Source: an optimization exercise on an open RTL-to-GDS flow (aim: small area, a short achievable clock period and few clock cycles per item). Production flows keep margins and buffers that such runs may drop. At most, simulation tests tie the RTL to the original design; equivalence was not proved.

==> job 3553: inputs <==
==> flow/design.v <==
package eeg_pkg;
    localparam int OPERAND_W = 31;
    localparam int COEF_W    = 32;
    function automatic logic [31:0] sub_bk(input logic [31:0] a, input logic [31:0] b);
        logic [31:0] g, p, c, t;
        logic [31:0] gg, pp;
        int s, i;
        t  = ~b;
        g  = a & t;
        p  = a ^ t;
        gg = g;
        pp = p;
        for (s = 1; s < 32; s = s * 2) begin
            for (i = 2 * s - 1; i < 32; i = i + 2 * s) begin
                gg[i] = gg[i] | (pp[i] & gg[i - s]);
                pp[i] = pp[i] & pp[i - s];
            end
        end
        for (s = 8; s >= 1; s = s / 2) begin
            for (i = 3 * s - 1; i < 32; i = i + 2 * s) begin
                gg[i] = gg[i] | (pp[i] & gg[i - s]);
                pp[i] = pp[i] & pp[i - s];
            end
        end
        c[0] = 1'b1;
        for (i = 1; i < 32; i = i + 1) begin
            c[i] = gg[i - 1] | pp[i - 1];
        end
        sub_bk = p ^ c;
    endfunction
endpackage
module eeg_ctrl (
    input  logic       i_clk,
    input  logic       i_rst_n,
    input  logic       i_req_valid,
    output logic       o_req_stall,
    output logic       o_rsp_valid,
    input  logic       i_rsp_stall,
    input  logic       i_r1_zero,    
    input  logic       i_ge1,        
    input  logic       i_ge2,        
    output logic       o_idle,       
    output logic       o_up,         
    output logic       o_lvl0,       
    output logic [3:0] o_ccmd        
);
    logic [4:0] r_lvl;
    logic       r_lvl0;
    logic       r_up;
    logic       r_busy;
    logic       r_done;
    logic       w_take;
    logic [3:0] r_ccmd;
    logic w_go_up;
    assign o_idle  = !r_busy;
    assign o_up    = r_up;
    assign w_go_up = r_up && i_ge2;
    assign o_lvl0  = r_lvl0;
    assign o_ccmd  = r_ccmd;
    assign o_rsp_valid = r_done;
    assign o_req_stall = r_busy;
    assign w_take      = r_done && !i_rsp_stall;
    always_ff @(posedge i_clk) begin
        if (!r_busy) begin
            r_lvl  <= 5'd0;
            r_lvl0 <= 1'b1;
            r_up   <= 1'b1;
        end else if (w_go_up) begin
            r_lvl  <= r_lvl + 5'd1;
            r_lvl0 <= 1'b0;
            r_up   <= 1'b1;
        end else if (!r_lvl0) begin
            r_lvl  <= r_lvl - 5'd1;
            r_lvl0 <= (r_lvl == 5'd1);
            r_up   <= 1'b0;
        end else begin
            r_up   <= 1'b1;
        end
    end
    always_ff @(posedge i_clk) begin
        r_ccmd[3] <= !r_busy || (r_lvl0 && r_up && !i_ge1);
        r_ccmd[2] <= w_go_up;
        r_ccmd[1] <= r_lvl0;
        r_ccmd[0] <= i_ge1;
    end
    always_ff @(posedge i_clk) begin
        if (!i_rst_n) begin
            r_busy <= 1'b0;
            r_done <= 1'b0;
        end else begin
            if (!r_busy) begin
                r_busy <= i_req_valid;
            end else if (w_take) begin
                r_busy <= 1'b0;
            end
            r_done <= r_busy && !w_take && i_r1_zero;
        end
    end
endmodule
module eeg_dp (
    input  logic        i_clk,
    input  logic [30:0] i_a,
    input  logic [30:0] i_b,
    input  logic        i_idle,
    input  logic        i_up,
    input  logic        i_lvl0,
    input  logic [3:0]  i_ccmd,
    output logic        o_r1_zero,
    output logic        o_ge1,
    output logic        o_ge2,
    output logic [94:0] o_rsp
);
    logic [30:0] r_r0, r_sr;
    logic [30:0] r_x0, r_sx, r_y0, r_sy;
    logic        r_xneg, r_yneg;
    logic [31:0] w_dr;
    logic [31:0] w_dx, w_dy;
    logic        w_ge1;
    assign w_dr  = {1'b0, r_r0} - {1'b0, r_sr};
    assign w_ge1 = !w_dr[31];
    assign o_ge1 = w_ge1;
    assign o_ge2 = !r_sr[30] && (r_r0 >= {r_sr[29:0], 1'b0});
    logic w_t, w_upt;
    assign w_t   = i_up ? o_ge2 : w_ge1;
    assign w_upt = i_up && w_t;
    always_ff @(posedge i_clk) begin
        if (i_idle) begin
            r_r0 <= i_a;
        end else if (i_lvl0) begin
            r_r0 <= w_upt ? r_r0 : r_sr;
        end else begin
            r_r0 <= (w_t ^ i_up) ? w_dr[30:0] : r_r0;
        end
        if (i_idle) begin
            r_sr <= i_b;
        end else if (w_upt) begin
            r_sr <= {r_sr[29:0], 1'b0};
        end else if (i_lvl0) begin
            r_sr <= w_ge1 ? w_dr[30:0] : r_r0;
        end else begin
            r_sr <= {1'b0, r_sr[30:1]};
        end
    end
    logic w_c_init, w_c_up, w_c_lvl0, w_c_sub;
    assign {w_c_init, w_c_up, w_c_lvl0, w_c_sub} = i_ccmd;
    assign w_dx = eeg_pkg::sub_bk({1'b0, r_x0}, {1'b0, r_sx});
    assign w_dy = eeg_pkg::sub_bk({1'b0, r_y0}, {1'b0, r_sy});
    always_ff @(posedge i_clk) begin
        if (w_c_init) begin
            r_x0   <= 31'd1;
            r_sx   <= 31'd0;
            r_y0   <= 31'd0;
            r_sy   <= 31'd1;
            r_xneg <= 1'b0;
            r_yneg <= 1'b0;
        end else if (w_c_up) begin
            r_sx <= {r_sx[29:0], 1'b0};
            r_sy <= {r_sy[29:0], 1'b0};
        end else if (w_c_lvl0) begin
            r_x0   <= r_sx;
            r_sx   <= w_c_sub ? w_dx[30:0] : r_x0;
            r_y0   <= r_sy;
            r_sy   <= w_c_sub ? w_dy[30:0] : r_y0;
            r_xneg <= r_yneg;
            r_yneg <= !r_yneg;
        end else begin
            if (w_c_sub) begin
                r_x0 <= w_dx[30:0];
                r_y0 <= w_dy[30:0];
            end
            r_sx <= {r_xneg, r_sx[30:1]};
            r_sy <= {r_yneg, r_sy[30:1]};
        end
    end
    assign o_r1_zero  = (r_sr == 31'd0);
    assign o_rsp      = {r_x0[30], r_x0, r_y0[30], r_y0, r_r0};
endmodule
module extended_euclid_gcd_unit (
    input  logic        i_clk,
    input  logic        i_rst_n,
    input  logic        i_req_valid,
    output logic        o_req_stall,
    input  logic [61:0] i_req,
    output logic        o_rsp_valid,
    input  logic        i_rsp_stall,
    output logic [94:0] o_rsp
);
    logic       w_idle, w_up, w_lvl0;
    logic [3:0] w_ccmd;
    logic       w_r1_zero, w_ge1, w_ge2;
    eeg_ctrl u_ctrl (
        .i_clk       (i_clk),
        .i_rst_n     (i_rst_n),
        .i_req_valid (i_req_valid),
        .o_req_stall (o_req_stall),
        .o_rsp_valid (o_rsp_valid),
        .i_rsp_stall (i_rsp_stall),
        .i_r1_zero   (w_r1_zero),
        .i_ge1       (w_ge1),
        .i_ge2       (w_ge2),
        .o_idle      (w_idle),
        .o_up        (w_up),
        .o_lvl0      (w_lvl0),
        .o_ccmd      (w_ccmd)
    );
    eeg_dp u_dp (
        .i_clk      (i_clk),
        .i_a        (i_req[61:31]),
        .i_b        (i_req[30:0]),
        .i_idle     (w_idle),
        .i_up       (w_up),
        .i_lvl0     (w_lvl0),
        .i_ccmd     (w_ccmd),
        .o_r1_zero  (w_r1_zero),
        .o_ge1      (w_ge1),
        .o_ge2      (w_ge2),
        .o_rsp      (o_rsp)
    );
endmodule
==> flow/run.sh <==
#!/bin/bash
# synth_recipe.tcl (not shown) runs the flow's synth.tcl, then flattens the netlist and writes it again
# the make line also repeats each setting of config.mk as NAME=value (left out here)
make -C /OpenROAD-flow-scripts/flow DESIGN_CONFIG=/design/flow/config.mk WORK_HOME=/design/flow/orfs CLKGATE_MAP_FILE= SYNTH_SCRIPT=/design/flow/synth_recipe.tcl finish
==> flow/config.mk <==
export PLATFORM = sky130hd
export DESIGN_NAME = extended_euclid_gcd_unit
export DESIGN_NICKNAME = extended_euclid_gcd_unit
export VERILOG_FILES = /design/flow/design.v
export SDC_FILE = /design/flow/constraint.sdc
export NUM_CORES = 4
export LEC_CHECK = 0
export CAP_MARGIN = 20
export CORE_MARGIN = 2
export CORE_UTILIZATION = 40
export SETUP_SLACK_MARGIN = 5
export SLEW_MARGIN = 20
==> flow/constraint.sdc <==
create_clock -name core_clock -period 8.0 [get_ports {i_clk}]
set_input_delay 1.6000 -clock core_clock [delete_from_list [all_inputs] [get_ports {i_clk}]]
set_output_delay 1.6000 -clock core_clock [all_outputs]
set_load 0.01 [all_outputs]
==> job 123 (differences from job 3553) <==
--- a/flow/design.v
+++ b/flow/design.v
@@ -111,8 +111,7 @@
     output logic [94:0] o_rsp
 );
     logic [30:0] r_r0, r_sr;
-    logic [30:0] r_x0, r_sx, r_y0, r_sy;
-    logic        r_xneg, r_yneg;
+    logic [31:0] r_x0, r_sx, r_y0, r_sy;
     logic [31:0] w_dr;
     logic [31:0] w_dx, w_dy;
     logic        w_ge1;
@@ -143,37 +142,33 @@
     end
     logic w_c_init, w_c_up, w_c_lvl0, w_c_sub;
     assign {w_c_init, w_c_up, w_c_lvl0, w_c_sub} = i_ccmd;
-    assign w_dx = eeg_pkg::sub_bk({1'b0, r_x0}, {1'b0, r_sx});
-    assign w_dy = eeg_pkg::sub_bk({1'b0, r_y0}, {1'b0, r_sy});
+    assign w_dx = eeg_pkg::sub_bk(r_x0, r_sx);
+    assign w_dy = eeg_pkg::sub_bk(r_y0, r_sy);
     always_ff @(posedge i_clk) begin
         if (w_c_init) begin
-            r_x0   <= 31'd1;
-            r_sx   <= 31'd0;
-            r_y0   <= 31'd0;
-            r_sy   <= 31'd1;
-            r_xneg <= 1'b0;
-            r_yneg <= 1'b0;
+            r_x0 <= 32'd1;
+            r_sx <= 32'd0;
+            r_y0 <= 32'd0;
+            r_sy <= 32'd1;
         end else if (w_c_up) begin
-            r_sx <= {r_sx[29:0], 1'b0};
-            r_sy <= {r_sy[29:0], 1'b0};
+            r_sx <= {r_sx[30:0], 1'b0};
+            r_sy <= {r_sy[30:0], 1'b0};
         end else if (w_c_lvl0) begin
-            r_x0   <= r_sx;
-            r_sx   <= w_c_sub ? w_dx[30:0] : r_x0;
-            r_y0   <= r_sy;
-            r_sy   <= w_c_sub ? w_dy[30:0] : r_y0;
-            r_xneg <= r_yneg;
-            r_yneg <= !r_yneg;
+            r_x0 <= r_sx;
+            r_sx <= w_c_sub ? w_dx : r_x0;
+            r_y0 <= r_sy;
+            r_sy <= w_c_sub ? w_dy : r_y0;
         end else begin
             if (w_c_sub) begin
-                r_x0 <= w_dx[30:0];
-                r_y0 <= w_dy[30:0];
-            end
-            r_sx <= {r_xneg, r_sx[30:1]};
-            r_sy <= {r_yneg, r_sy[30:1]};
+                r_x0 <= w_dx;
+                r_y0 <= w_dy;
+            end
+            r_sx <= {r_sx[31], r_sx[31:1]};
+            r_sy <= {r_sy[31], r_sy[31:1]};
         end
     end
     assign o_r1_zero  = (r_sr == 31'd0);
-    assign o_rsp      = {r_x0[30], r_x0, r_y0[30], r_y0, r_r0};
+    assign o_rsp      = {r_x0, r_y0, r_r0};
 endmodule
 module extended_euclid_gcd_unit (
     input  logic        i_clk,
- CORE_UTILIZATION: 40 -> 65
- PLACE_DENSITY: not set -> 0.75
==> job 8098 (differences from job 3553) <==
--- a/flow/design.v
+++ b/flow/design.v
@@ -111,8 +111,7 @@
     output logic [94:0] o_rsp
 );
     logic [30:0] r_r0, r_sr;
-    logic [30:0] r_x0, r_sx, r_y0, r_sy;
-    logic        r_xneg, r_yneg;
+    logic [31:0] r_x0, r_sx, r_y0, r_sy;
     logic [31:0] w_dr;
     logic [31:0] w_dx, w_dy;
     logic        w_ge1;
@@ -143,37 +142,33 @@
     end
     logic w_c_init, w_c_up, w_c_lvl0, w_c_sub;
     assign {w_c_init, w_c_up, w_c_lvl0, w_c_sub} = i_ccmd;
-    assign w_dx = eeg_pkg::sub_bk({1'b0, r_x0}, {1'b0, r_sx});
-    assign w_dy = eeg_pkg::sub_bk({1'b0, r_y0}, {1'b0, r_sy});
+    assign w_dx = eeg_pkg::sub_bk(r_x0, r_sx);
+    assign w_dy = eeg_pkg::sub_bk(r_y0, r_sy);
     always_ff @(posedge i_clk) begin
         if (w_c_init) begin
-            r_x0   <= 31'd1;
-            r_sx   <= 31'd0;
-            r_y0   <= 31'd0;
-            r_sy   <= 31'd1;
-            r_xneg <= 1'b0;
-            r_yneg <= 1'b0;
+            r_x0 <= 32'd1;
+            r_sx <= 32'd0;
+            r_y0 <= 32'd0;
+            r_sy <= 32'd1;
         end else if (w_c_up) begin
-            r_sx <= {r_sx[29:0], 1'b0};
-            r_sy <= {r_sy[29:0], 1'b0};
+            r_sx <= {r_sx[30:0], 1'b0};
+            r_sy <= {r_sy[30:0], 1'b0};
         end else if (w_c_lvl0) begin
-            r_x0   <= r_sx;
-            r_sx   <= w_c_sub ? w_dx[30:0] : r_x0;
-            r_y0   <= r_sy;
-            r_sy   <= w_c_sub ? w_dy[30:0] : r_y0;
-            r_xneg <= r_yneg;
-            r_yneg <= !r_yneg;
+            r_x0 <= r_sx;
+            r_sx <= w_c_sub ? w_dx : r_x0;
+            r_y0 <= r_sy;
+            r_sy <= w_c_sub ? w_dy : r_y0;
         end else begin
             if (w_c_sub) begin
-                r_x0 <= w_dx[30:0];
-                r_y0 <= w_dy[30:0];
-            end
-            r_sx <= {r_xneg, r_sx[30:1]};
-            r_sy <= {r_yneg, r_sy[30:1]};
+                r_x0 <= w_dx;
+                r_y0 <= w_dy;
+            end
+            r_sx <= {r_sx[31], r_sx[31:1]};
+            r_sy <= {r_sy[31], r_sy[31:1]};
         end
     end
     assign o_r1_zero  = (r_sr == 31'd0);
-    assign o_rsp      = {r_x0[30], r_x0, r_y0[30], r_y0, r_r0};
+    assign o_rsp      = {r_x0, r_y0, r_r0};
 endmodule
 module extended_euclid_gcd_unit (
     input  logic        i_clk,
==> flow/flow/run.sh (new file) <==
#!/bin/bash
# Own flow: the standard layout, with the port buffers made from
# sky130_fd_sc_hd__buf_1 cells instead of the flow's default pick.
set -o pipefail
export BUFFER_PORTS_ARGS="-buffer_cell sky130_fd_sc_hd__buf_1"
bash standard.sh > standard.log 2>&1
==> flow/standard.sh (new file) <==
#!/bin/bash
# synth_recipe.tcl (not shown) runs the flow's synth.tcl, then flattens the netlist and writes it again
# the make line also repeats each setting of config.mk as NAME=value (left out here)
make -C /OpenROAD-flow-scripts/flow DESIGN_CONFIG=/design/flow/config.mk WORK_HOME=/design/flow/orfs CLKGATE_MAP_FILE= SYNTH_SCRIPT=/design/flow/synth_recipe.tcl "${@:-finish}"
- CORE_UTILIZATION: 40 -> 45
- PLACE_DENSITY: not set -> 0.6
removed: flow/run.sh
==> comparison <==
Setup slack, highest first: job 8098, job 3553, job 123. Sequential share of layout area: job 8098 > job 123 > job 3553. Worst hold slack, highest first: job 123, job 8098, job 3553. In job 3553 the synthesized cell count is lower than in job 8098, by 0.26%.
Testbench counts of job 123, summed over its fixed seeds: cycles 69,827, items 1,200.
Testbench counts of job 8098, summed over its fixed seeds: cycles 69,827, items 1,200.
For job 3553, only the layout was checked, not whether the RTL still works.

static timing again, ports no longer ideal:
In the flow no input, the clock included, has a driving cell. The finished layouts below were timed again as built, in two steps.
Step 1 sets driving cells, clkbuf_16 on the clock port and buf_2 on the other inputs (assumed; they add their load-dependent delay and slew).
Step 2 times the ports against the registers' clock, not the clock port: input delays grow and output delays shrink by t, the midpoint of the rising clock arrivals with the driver on.
a / b / c = no drivers / after step 1 / after step 2; a / b = the first two.
| run | t, ns | slack for setup (ns) | hold WS [ns] | latest minus earliest clock arrival (ns) |
|---|---|---|---|---|
| job 3553 | 0.599 | 4.750 / 4.750 / 4.681 | 0.464 / 0.464 / 0.464 | 0.014 / 0.014 |
| job 123 | 0.582 | 4.732 / 4.732 / 4.732 | 0.481 / 0.481 / 0.481 | 0.020 / 0.020 |
| job 8098 | 0.577 | 4.955 / 4.955 / 4.955 | 0.474 / 0.474 / 0.474 | 0.017 / 0.017 |
After both steps setup and hold are still met in every run listed. For job 3553, which loses most, drivers alone change the setup slack by 0.000 ns; drivers and shift together by -0.069 ns.
